Source: an optimization exercise on an open RTL-to-GDS flow (aim: small area). Production flows keep margins and buffers that such runs may drop.
Only simulation tests tie the RTL to the original design; equivalence was not proved.
Power figures rest on the tool's default switching activity, not on a simulated workload.

==> flow/design.v <==
package systolic_pkg;
  localparam int N = 4;
  typedef logic [N-1:0][N-1:0][7:0]  matIn_t;
  typedef logic [N-1:0][N-1:0][31:0] matOut_t;
  typedef enum logic [1:0] {
    IDLE    = 2'd0,
    LAUNCH  = 2'd1,
    WAIT    = 2'd2,
    RESPOND = 2'd3
  } state_t;
endpackage
module rr_arb2 (
  input  logic [1:0] req,
  input  logic       last_grant,
  output logic [1:0] grant
);
  always_comb begin
    grant = req;
    if (req == 2'b11) begin
      grant = last_grant ? 2'b01 : 2'b10;
    end
  end
endmodule
module systolic_job_arbiter #(
  parameter int TIMEOUT_CYCLES = 31
) (
  input  logic                         i_clk,
  input  logic                         i_arst,
  input  logic [1:0]                   i_reqValid,
  output logic [1:0]                   o_reqReady,
  input  logic [1:0][systolic_pkg::N-1:0][systolic_pkg::N-1:0][7:0] i_reqA,
  input  logic [1:0][systolic_pkg::N-1:0][systolic_pkg::N-1:0][7:0] i_reqB,
  output logic [1:0]                   o_rspValid,
  input  logic [1:0]                   i_rspReady,
  output logic [systolic_pkg::N-1:0][systolic_pkg::N-1:0][31:0]    o_rspC,
  output logic                         o_rspErr,
  output logic [systolic_pkg::N-1:0][systolic_pkg::N-1:0][7:0]     o_engA,
  output logic [systolic_pkg::N-1:0][systolic_pkg::N-1:0][7:0]     o_engB,
  output logic                         o_engValidInput,
  input  logic [systolic_pkg::N-1:0][systolic_pkg::N-1:0][31:0]    i_engC,
  input  logic                         i_engValidResult,
  output logic                         o_busy
);
  localparam int CW = 5;
  localparam int MW = systolic_pkg::N * systolic_pkg::N * 8;    
  localparam int RW = systolic_pkg::N * systolic_pkg::N * 32;   
  localparam logic [CW-1:0] LFSR_SEED = '1;
  function automatic logic [CW-1:0] lfsr_next(input logic [CW-1:0] v);
    lfsr_next = {v[CW-2:0], v[4] ^ v[2]};
  endfunction
  function automatic logic [CW-1:0] lfsr_after(input logic [CW-1:0] v, input int n);
    logic [CW-1:0] r;
    r = v;
    for (int k = 0; k < n; k++) r = lfsr_next(r);
    lfsr_after = r;
  endfunction
  localparam logic [CW-1:0] LFSR_LAST = lfsr_after(LFSR_SEED, TIMEOUT_CYCLES - 1);
  systolic_pkg::state_t          state;
  logic            last_grant;   
  logic            err_q;
  logic [CW-1:0]   cnt;
  logic [MW-1:0]  a_q, a0, a1;
  logic [MW-1:0]  b_q, b0, b1;
  logic [RW-1:0] c_q, c_in;
  logic [1:0]      grant;
  logic            idle, launch, waiting, respond;
  logic            done_wait;
  rr_arb2 u_rr_arb2 (
    .req        (i_reqValid),
    .last_grant (last_grant),
    .grant      (grant)
  );
  assign idle    = ~state[1] & ~state[0];
  assign launch  = ~state[1] &  state[0];
  assign waiting =  state[1] & ~state[0];
  assign respond =  state[1] &  state[0];
  assign done_wait       = i_engValidResult || (cnt == LFSR_LAST);
  assign o_reqReady      = (idle && !i_arst) ? grant : 2'b00;
  assign o_engValidInput = launch;
  assign o_busy          = state[1] | state[0];
  assign o_rspValid      = respond ? (last_grant ? 2'b10 : 2'b01) : 2'b00;
  assign o_rspC          = c_q;
  assign o_rspErr        = err_q;
  assign o_engA          = a_q;
  assign o_engB          = b_q;
  always_ff @(posedge i_clk or posedge i_arst) begin
    if (i_arst) begin
      state      <= systolic_pkg::IDLE;
      last_grant <= 1'b1;
    end else begin
      case (state)
        systolic_pkg::IDLE: begin
          if (|grant) begin
            last_grant <= grant[1];
            state      <= systolic_pkg::LAUNCH;
          end
        end
        systolic_pkg::LAUNCH:  state <= systolic_pkg::WAIT;
        systolic_pkg::WAIT:    if (done_wait) state <= systolic_pkg::RESPOND;
        systolic_pkg::RESPOND: if (i_rspReady[last_grant]) state <= systolic_pkg::IDLE;
        default:               state <= systolic_pkg::IDLE;
      endcase
    end
  end
  logic sel0, sel1, hold_ab, ld_c, hold_c;
  assign sel0    = idle & ~grant[1];
  assign sel1    = idle &  grant[1];
  assign hold_ab = ~idle;
  assign ld_c    = waiting & i_engValidResult;
  assign hold_c  = ~waiting;
  logic [MW-1:0]  a_d, b_d;
  logic [RW-1:0] c_d;
  assign a0   = i_reqA[0];
  assign a1   = i_reqA[1];
  assign b0   = i_reqB[0];
  assign b1   = i_reqB[1];
  assign c_in = i_engC;
  for (genvar i = 0; i < MW; i++) begin : g_ab
    sja_pick3 u_a (.s0(sel0), .d0(a0[i]), .s1(sel1), .d1(a1[i]), .h(hold_ab), .q(a_q[i]),
                   .y(a_d[i]));
    sja_pick3 u_b (.s0(sel0), .d0(b0[i]), .s1(sel1), .d1(b1[i]), .h(hold_ab), .q(b_q[i]),
                   .y(b_d[i]));
  end
  for (genvar i = 0; i < RW; i++) begin : g_c
    sja_pick2 u_c (.s0(ld_c), .d0(c_in[i]), .h(hold_c), .q(c_q[i]), .y(c_d[i]));
  end
  always_ff @(posedge i_clk) begin
    a_q <= a_d;
    b_q <= b_d;
    c_q <= c_d;
    if (!respond) err_q <= !i_engValidResult;
    if (launch) cnt <= LFSR_SEED;
    else        cnt <= lfsr_next(cnt);
  end
endmodule
module sja_pick3 (
  input  logic s0, d0, s1, d1, h, q,
  output logic y
);
  assign y = (s0 & d0) | (s1 & d1) | (h & q);
endmodule
module sja_pick2 (
  input  logic s0, d0, h, q,
  output logic y
);
  assign y = (s0 & d0) | (h & q);
endmodule
clock: 5.0 ns
lec_check: 0
cap_margin: 20
core_area: 2 2 858 68
die_area: 0 0 860 70
slew_margin: 20
synth_hierarchical: 1
standard.sh (not shown) runs the stock make flow with config.mk's settings and CLKGATE_MAP_FILE= SYNTH_SCRIPT=/design/flow/synth_recipe.tcl, a recipe that flattens the netlist after the stock synthesis.
==> flow/flow/run.sh <==
#!/bin/bash
# Standard ORFS layout with two changes: the port buffers are the smallest buffer cell
# (buf_1), and clock tree synthesis uses small clock buffers and adds no dummy loads.
# Each tool's output is kept in orfs/logs/ (one log per step); make's own output goes to
# make.log here.
set -euo pipefail
export BUFFER_PORTS_ARGS="-buffer_cell sky130_fd_sc_hd__buf_1"
export CTS_ARGS="-sink_clustering_enable -repair_clock_nets -dont_use_dummy_load -buf_list {sky130_fd_sc_hd__clkbuf_4 sky130_fd_sc_hd__clkbuf_8}"
bash standard.sh > make.log 2>&1
Next try:
--- a/flow/config.mk
+++ b/flow/config.mk
@@ -7,6 +7,6 @@
 export LEC_CHECK = 0
 export CAP_MARGIN = 20
-export CORE_AREA = 2 2 858 68
-export DIE_AREA = 0 0 860 70
+export CORE_AREA = 2 2 858 118
+export DIE_AREA = 0 0 860 120
 export SLEW_MARGIN = 20
 export SYNTH_HIERARCHICAL = 1
Outcome:
- The changed run completed without violations
- utilization decreases by 24 points
- power grows by 14%
- cell area increases by 3.6%
- final cell count increases by 14%
- synthesized area is unchanged
- global-route usage rose by 3.1 points
- fmax rises by 5.4%
- clock-buffer cell count went up by 17
- flip-flop and latch count does not change
- worst setup slack improves by 0.19 ns

==> separate check: timing with driven ports <==
The results above use ideal ports. As a check the final layouts listed here were re-extracted and re-timed, cells and wires unchanged. Step 1, drivers: a clkbuf_16 drives i_clk and a buf_2 each remaining input, both assumed. Step 2 also shifts input and output timing later by t, the mid clock arrival at the registers, as if the neighbouring blocks saw the same clock. Three values: ideal ports, drivers, drivers and shift; two values: the first two.
run	t (ns)	setup WS [ns]	worst slew at a driven data input, ns
the first run	0.780	1.272 / 1.199 / 1.280	0.43
the second run	0.813	1.464 / 1.386 / 1.420	0.59
After both steps setup and hold are still met in every run listed. The setup slack of the second run, which loses most, moves by -0.078 ns with the drivers and by -0.044 ns with both steps.
